This is an optimization exercise on Yosys and OpenROAD, whose aim is small area, a short achievable clock period and few clock cycles per item, not a production implementation. At most, simulation tests tie the RTL to the original design; equivalence was not proved. No driver is modelled on the clock port, so clock power and skew are understated where the tree is cut down; a real chip needs a root buffer or a tree. Power figures rest on the tool's default switching activity, not on a simulated workload.

// desCore
module desCore (
   input logic clk,
   input logic rstN,
   input logic req,
   output logic ack,
   input logic decrypt,
   input logic [desCtrlPkg::BlockW-1:0] block,
   input logic [desCtrlPkg::KeyW-1:0] key,
   output logic [desCtrlPkg::BlockW-1:0] result
);
   localparam int HalfW = desCtrlPkg::HalfW;
   localparam int SubkeyW = desCtrlPkg::SubkeyW;
   logic load;
   logic step;
   logic hold;
   logic shiftOne;
   logic [SubkeyW-1:0] subkey;
   logic [HalfW-1:0] rightHalf;
   logic [HalfW-1:0] fOut;
   desControl uControl (
      .clk(clk),
      .rstN(rstN),
      .req(req),
      .ack(ack),
      .load(load),
      .step(step),
      .hold(hold),
      .shiftOne(shiftOne)
   );
   desKeySchedule uKeySchedule (
      .clk(clk),
      .load(load),
      .shiftOne(shiftOne),
      .decrypt(decrypt),
      .key(key),
      .subkey(subkey)
   );
   desRoundFunction uRoundFunction (
      .rightHalf(rightHalf),
  ...
Size in the first run: ~1300 cells after synthesis, about 130 flip-flops, ~200 I/O pins, about 8900 µm² of cells after synthesis.
==> flow/config.mk <==
export PLATFORM = sky130hd
export DESIGN_NAME = desCore
export DESIGN_NICKNAME = desCore
export VERILOG_FILES = /design/flow/design.v
export SDC_FILE = /design/flow/constraint.sdc
export NUM_CORES = 4
export LEC_CHECK = 0
export ABC_AREA = 1
export CAP_MARGIN = 20
export CORE_MARGIN = 2
export CORE_UTILIZATION = 40
export SLEW_MARGIN = 20
==> flow/constraint.sdc <==
create_clock -name core_clock -period 10.0 [get_ports {clk}]
set_input_delay 2.0000 -clock core_clock [delete_from_list [all_inputs] [get_ports {clk}]]
set_output_delay 2.0000 -clock core_clock [all_outputs]
set_load 0.01 [all_outputs]
standard.sh (not shown) runs the stock make flow with config.mk's settings and CLKGATE_MAP_FILE= SYNTH_SCRIPT=/design/flow/synth_recipe.tcl, a recipe that flattens the netlist after the stock synthesis.
==> flow/flow/run.sh <==
#!/bin/bash
# ORFS layout through the standard.sh, with these changes:
#  - synthesis runs flow/synth.tcl (the standard flow's script with the ABC script of
#    flow/logic.abc, no adder extraction, no quick abc pass);
#  - plain buffers on the ports instead of the default delay-cell buffers;
#  - the make variables in flow/make_args (repair targets).
# Each tool's output goes to a log file in this folder.
set -euo pipefail
here=$(pwd)
export MY_ABC_SCRIPT=$here/flow/logic.abc
export BUFFER_PORTS_ARGS="-buffer_cell sky130_fd_sc_hd__buf_2"
sed "s#SYNTH_SCRIPT=[^ ]*#SYNTH_SCRIPT=$here/flow/synth.tcl#" standard.sh > my_standard.sh
bash my_standard.sh $(cat flow/make_args) finish > standard.log 2>&1
==> flow/flow/logic.abc <==
strash
dc2
dch -f
amap
topo
stime -c
==> flow/flow/make_args <==
SETUP_SLACK_MARGIN=7
==> flow/flow/synth.tcl <==
# The standard flow's synthesis (synth_recipe.tcl) with three changes: Yosys's quick
# abc pass inside synth is skipped, half/full adders are not extracted (so
# the final ABC run sees all the logic), and ABC runs the script named in
# MY_ABC_SCRIPT instead of ORFS's area script.
proc synth {args} { yosys synth -nofsm -noshare -noabc {*}$args }
proc extract_fa {args} { }
proc abc {args} {
  set i [lsearch -exact $args -script]
  if {$i >= 0} { lset args [expr {$i + 1}] $::env(MY_ABC_SCRIPT) }
  yosys abc {*}$args
}
source $::env(SCRIPTS_DIR)/synth.tcl
# left out here: clear keep_hierarchy, flatten, clean up, hide names made inside functions, write 1_2_yosys.v
Edit:
--- a/flow/flow/run.sh
+++ b/flow/flow/run.sh
@@ -9,5 +9,5 @@
 here=$(pwd)
 export MY_ABC_SCRIPT=$here/flow/logic.abc
-export BUFFER_PORTS_ARGS="-buffer_cell sky130_fd_sc_hd__buf_2"
+export BUFFER_PORTS_ARGS="-buffer_cell sky130_fd_sc_hd__buf_1"
 sed "s#SYNTH_SCRIPT=[^ ]*#SYNTH_SCRIPT=$here/flow/synth.tcl#" standard.sh > my_standard.sh
 bash my_standard.sh $(cat flow/make_args) finish > standard.log 2>&1
--- a/flow/config.mk
+++ b/flow/config.mk
@@ -10,3 +10,4 @@
 export CORE_MARGIN = 2
 export CORE_UTILIZATION = 40
+export CTS_BUF_LIST = sky130_fd_sc_hd__clkbuf_8
 export SLEW_MARGIN = 20
Result: The changed run produced a clean layout. Routed wire length came out higher slightly. Final area came out higher slightly. Non-clock buffer count is higher by 36. Total power decreases by a few percent. Setup slack got worse by 16 ps. Clock skew hardly moves. Global-route usage is lower by 0.27 points.
No functional check of the RTL was part of any run of this note.

---

== build 30 ==
Another version of the RTL of desCore (not shown whole).
Size in the first run: about 1100 cells after synthesis, roughly 130 flip-flops, about 200 I/O pins, roughly 8600 µm² of cells after synthesis.
// desCore
module desCore (
   input logic clk,
   input logic rstN,
   input logic req,
   output logic ack,
   input logic decrypt,
   input logic [desCtrlPkg::BlockW-1:0] block,
   input logic [desCtrlPkg::KeyW-1:0] key,
   output logic [desCtrlPkg::BlockW-1:0] result
);
clock: 10.0 ns
lec_check: 0
abc_area: 1
cap_margin: 20
core_margin: 2
core_utilization: 60
slew_margin: 20
==> flow/flow/run.sh <==
#!/bin/bash
# ORFS layout through the standard.sh, with these changes:
#  - synthesis runs flow/synth.tcl (the standard flow's script with the ABC script of
#    flow/logic.abc, no adder extraction, no quick abc pass);
#  - plain buffers on the ports instead of the default delay-cell buffers;
#  - the make variables in flow/make_args (repair targets);
#  - a two-level balanced clock tree (flow/tree_cts.tcl, run as the PRE_CTS hook) in
#    place of TritonCTS's H-tree.
# Each tool's output goes to a log file in this folder.
set -euo pipefail
here=$(pwd)
export MY_ABC_SCRIPT=$here/flow/logic.abc
export PRE_CTS_TCL=$here/flow/tree_cts.tcl
export BUFFER_PORTS_ARGS="-buffer_cell sky130_fd_sc_hd__buf_1"
sed "s#SYNTH_SCRIPT=[^ ]*#SYNTH_SCRIPT=$here/flow/synth.tcl#" standard.sh > my_standard.sh
bash my_standard.sh $(cat flow/make_args) finish > standard.log 2>&1
==> flow/flow/logic.abc <==
strash
&get -n
&dc2
&dc2
&dch -f
&nf -a -R 1000 -F 8 -A 8 -C 32
&put
==> flow/flow/tree_cts.tcl <==
set block [ord::get_db_block]
set db [ord::get_db]
set root_master [$db findMaster sky130_fd_sc_hd__clkbuf_4]
set leaf_master [$db findMaster sky130_fd_sc_hd__clkbuf_8]
set clk_net [$block findNet clk]
set sinks {}
foreach it [$clk_net getITerms] {
  set bb [[$it getInst] getBBox]
  lappend sinks [list $it [expr {([$bb xMin] + [$bb xMax]) / 2}] [expr {([$bb yMin] + [$bb yMax]) / 2}]]
}
puts "tree_cts: [llength $sinks] clock sinks"

proc bisect {items depth axis} {
  if {$depth == 0} { return [list $items] }
  set sorted [lsort -integer -index $axis $items]
  set h [expr {[llength $sorted] / 2}]
  set next [expr {$axis == 1 ? 2 : 1}]
  return [concat [bisect [lrange $sorted 0 [expr {$h - 1}]] [expr {$depth - 1}] $next] \
                 [bisect [lrange $sorted $h end] [expr {$depth - 1}] $next]]
}

proc centre {pts} {
  set sx 0; set sy 0
  foreach p $pts { incr sx [lindex $p 1]; incr sy [lindex $p 2] }
  return [list [expr {$sx / [llength $pts]}] [expr {$sy / [llength $pts]}]]
}

proc add_buf {block master name in_net x y} {
  set net [odb::dbNet_create $block ${name}_net]
  $net setSigType CLOCK
  set buf [odb::dbInst_create $block $master $name]
  [$buf findITerm A] connect $in_net
  [$buf findITerm X] connect $net
  $buf setLocation $x $y
  $buf setPlacementStatus PLACED
  return $net
}

set leaves [bisect $sinks 3 1]
for {set r 0} {$r < 4} {incr r} {
  set ga [lindex $leaves [expr {2 * $r}]]
  set gb [lindex $leaves [expr {2 * $r + 1}]]
  lassign [centre [concat $ga $gb]] rx ry
  set root_net [add_buf $block $root_master clkbuf_root_$r $clk_net $rx $ry]
  foreach g [list $ga $gb] k {0 1} {
    lassign [centre $g] lx ly
    set leaf_net [add_buf $block $leaf_master clkbuf_leaf_${r}_$k $root_net $lx $ly]
    foreach s $g {
      set it [lindex $s 0]
      $it disconnect
      $it connect $leaf_net
    }
    puts "tree_cts: leaf ${r}_$k drives [llength $g] sinks"
  }
}
$clk_net setSigType CLOCK
global_connect
rename clock_tree_synthesis ""
proc clock_tree_synthesis {args} {
  puts "tree_cts: clock_tree_synthesis skipped (tree built in the PRE_CTS hook)"
  set_propagated_clock [all_clocks]
}
Scripts as last shown in full above: flow/flow/make_args, flow/flow/synth.tcl
Build 30 | stages: all done | timing, DRC, antenna: all pass
Testbench counts of build 30, summed over its fixed seeds: cycles 7,680, items 384.
Edits applied to the flow inputs when going from build 30 to build 84:
==> flow/flow/logic.abc <==
strash
dc2
dch -f
amap
topo
stime -c
diff --git a/flow/flow/tree_cts.tcl b/flow/flow/tree_cts.tcl
--- a/flow/flow/tree_cts.tcl
+++ b/flow/flow/tree_cts.tcl
@@ -2,5 +2,5 @@
 set db [ord::get_db]
 set root_master [$db findMaster sky130_fd_sc_hd__clkbuf_4]
-set leaf_master [$db findMaster sky130_fd_sc_hd__clkbuf_8]
+set leaf_master [$db findMaster sky130_fd_sc_hd__clkbuf_16]
 set clk_net [$block findNet clk]
 set sinks {}
Results
Build 84 did not stop at any stage, and its layout met the timing, DRC and antenna checks.
Across both runs, fmax was lower for build 84 than for build 30.
Summary of build 84 over build 30: utilization went up; die area went up.
Diff build 30 -> build 84: setup slack after layout moved down; post-synthesis net count moved up.
Delta (build 84 minus build 30): hold slack went down by 50 ps, fraction of power consumed by combinational cells moved down.
Between build 30 and build 84, the difference in starting density of the core is negligible.
[diff] total wirelength of the detailed-routed design, build 84 relative to build 30: regression
Build 84 vs build 30: wire length of the first global-routing pass up
Core area: build 84 vs build 30 up 710 µm²
### build 84 -> build 68
diff --git a/flow/flow/tree_cts.tcl b/flow/flow/tree_cts.tcl
--- a/flow/flow/tree_cts.tcl
+++ b/flow/flow/tree_cts.tcl
@@ -2,5 +2,5 @@
 set db [ord::get_db]
 set root_master [$db findMaster sky130_fd_sc_hd__clkbuf_4]
-set leaf_master [$db findMaster sky130_fd_sc_hd__clkbuf_16]
+set leaf_master [$db findMaster sky130_fd_sc_hd__clkbuf_8]
 set clk_net [$block findNet clk]
 set sinks {}
--- outcome ---
Build 68 vs. build 84: layout multi-input combinational cell count stayed essentially flat, total routing usage reported by global routing lost 0.43 points, combinational power barely changed, sequential share of cell area increased by 0.28 points relative to the old numbers, setup TNS after final layout now sits at about the same level. On placer's final routability congestion estimate, build 84 tracks build 68 almost exactly. Total power: build 68 below build 84.
Changes in build 46 relative to build 68:
diff --git a/flow/flow/run.sh b/flow/flow/run.sh
--- a/flow/flow/run.sh
+++ b/flow/flow/run.sh
@@ -12,5 +12,5 @@
 export MY_ABC_SCRIPT=$here/flow/logic.abc
 export PRE_CTS_TCL=$here/flow/tree_cts.tcl
-export BUFFER_PORTS_ARGS="-buffer_cell sky130_fd_sc_hd__buf_1"
+export BUFFER_PORTS_ARGS="-buffer_cell sky130_fd_sc_hd__buf_2"
 sed "s#SYNTH_SCRIPT=[^ ]*#SYNTH_SCRIPT=$here/flow/synth.tcl#" standard.sh > my_standard.sh
 bash my_standard.sh $(cat flow/make_args) finish > standard.log 2>&1
diff --git a/flow/flow/tree_cts.tcl b/flow/flow/tree_cts.tcl
--- a/flow/flow/tree_cts.tcl
+++ b/flow/flow/tree_cts.tcl
@@ -1,6 +1,5 @@
 set block [ord::get_db_block]
 set db [ord::get_db]
-set root_master [$db findMaster sky130_fd_sc_hd__clkbuf_4]
-set leaf_master [$db findMaster sky130_fd_sc_hd__clkbuf_8]
+set master [$db findMaster sky130_fd_sc_hd__clkbuf_16]
 set clk_net [$block findNet clk]
 set sinks {}
@@ -42,8 +41,8 @@
   set gb [lindex $leaves [expr {2 * $r + 1}]]
   lassign [centre [concat $ga $gb]] rx ry
-  set root_net [add_buf $block $root_master clkbuf_root_$r $clk_net $rx $ry]
+  set root_net [add_buf $block $master clkbuf_root_$r $clk_net $rx $ry]
   foreach g [list $ga $gb] k {0 1} {
     lassign [centre $g] lx ly
-    set leaf_net [add_buf $block $leaf_master clkbuf_leaf_${r}_$k $root_net $lx $ly]
+    set leaf_net [add_buf $block $master clkbuf_leaf_${r}_$k $root_net $lx $ly]
     foreach s $g {
       set it [lindex $s 0]
==> comparison <==
- The run showing the smaller met1 track demand over resource is build 46.
- Cmp build 46 and build 68 / total wire length after detailed routing / lower: build 68
- Setup slack after placement in build 46 vs build 68: up 180 ps
- Build 46 vs build 68, global-route usage went down by 0.62 points.
- The lower setup clock skew after layout came out of build 46.
- Met3 track demand over resource in global routing delta for build 46 relative to build 68: 0.34 points lower
- [compare] base=build 68 new=build 46: final design instance area without fill climbed 500 µm²; combinational cell power climbed about 3%; register share of total power dropped 1.9 points.
- What build 68 reported for total power has to be multiplied by 1.07 to get the figure for build 46.
Relative to build 46, the following input files were edited for build 93:
diff --git a/flow/flow/run.sh b/flow/flow/run.sh
--- a/flow/flow/run.sh
+++ b/flow/flow/run.sh
@@ -12,5 +12,5 @@
 export MY_ABC_SCRIPT=$here/flow/logic.abc
 export PRE_CTS_TCL=$here/flow/tree_cts.tcl
-export BUFFER_PORTS_ARGS="-buffer_cell sky130_fd_sc_hd__buf_2"
+export BUFFER_PORTS_ARGS="-buffer_cell sky130_fd_sc_hd__buf_1"
 sed "s#SYNTH_SCRIPT=[^ ]*#SYNTH_SCRIPT=$here/flow/synth.tcl#" standard.sh > my_standard.sh
 bash my_standard.sh $(cat flow/make_args) finish > standard.log 2>&1
==> flow/flow/make_args <==
SETUP_SLACK_MARGIN=7.15
diff --git a/flow/flow/tree_cts.tcl b/flow/flow/tree_cts.tcl
--- a/flow/flow/tree_cts.tcl
+++ b/flow/flow/tree_cts.tcl
@@ -1,5 +1,6 @@
 set block [ord::get_db_block]
 set db [ord::get_db]
-set master [$db findMaster sky130_fd_sc_hd__clkbuf_16]
+set root_master [$db findMaster sky130_fd_sc_hd__clkbuf_4]
+set leaf_master [$db findMaster sky130_fd_sc_hd__clkbuf_8]
 set clk_net [$block findNet clk]
 set sinks {}
@@ -41,8 +42,8 @@
   set gb [lindex $leaves [expr {2 * $r + 1}]]
   lassign [centre [concat $ga $gb]] rx ry
-  set root_net [add_buf $block $master clkbuf_root_$r $clk_net $rx $ry]
+  set root_net [add_buf $block $root_master clkbuf_root_$r $clk_net $rx $ry]
   foreach g [list $ga $gb] k {0 1} {
     lassign [centre $g] lx ly
-    set leaf_net [add_buf $block $master clkbuf_leaf_${r}_$k $root_net $lx $ly]
+    set leaf_net [add_buf $block $leaf_master clkbuf_leaf_${r}_$k $root_net $lx $ly]
     foreach s $g {
       set it [lindex $s 0]
[summary]
Compared with build 46, build 93 shows a higher flip-flop and latch area. Sort build 93 and build 46 by worst hold slack desc -> top: build 93. Build 93: end-of-flow core utilization 2.2 points above build 46. Against build 46, final standard cell area without fillers in build 93 came out worse. Final critical delay including setup and external delays improves in build 93 relative to build 46. Per the comparison of build 93 with build 46, global-route wire length before repair climbed about 9%; post-synthesis to final-layout area growth moved up; data arrival at the endpoint of the critical path now sits lower; total iterations of the first detailed-routing run went up. According to the power report, total power for build 93 is higher than for build 46.
In every run of this note, the design's own scripts or RTL, not TritonCTS, make the clock network.

afterwards: timing with drivers on the ports:
The results above use ideal ports. As a check the final layouts listed here were re-extracted and re-timed, cells and wires unchanged. Step 1 assumes that a clkbuf_16 drives the clock port and a buf_2 every other input. Step 2 also shifts input and output timing later by t, the mid clock arrival at the registers, as if the neighbouring blocks saw the same clock. Slacks: no drivers / after step 1 / after step 2; pairs: no drivers / after step 1.
run | shift t [ns] | slack for setup (ns) | worst slew at a driven data input, ns
the first run of note 1 | 0.477 | 6.942 / 6.892 / 6.551 | 0.04
the second run of note 1 | 0.509 | 6.927 / 6.880 / 6.670 | 0.04
build 30 | 0.386 | 7.001 / 6.931 / 6.646 | 0.05
build 84 | 0.388 | 6.989 / 6.916 / 6.668 | 0.04
build 68 | 0.385 | 7.015 / 6.941 / 6.694 | 0.04
build 46 | 0.363 | 6.949 / 6.854 / 6.669 | 0.05
build 93 | 0.398 | 7.131 / 7.053 / 6.796 | 0.06
After both steps setup and hold are still met in every run listed. The setup slack of the first run of note 1, which loses most, moves by -0.050 ns with the drivers and by -0.391 ns with both steps.
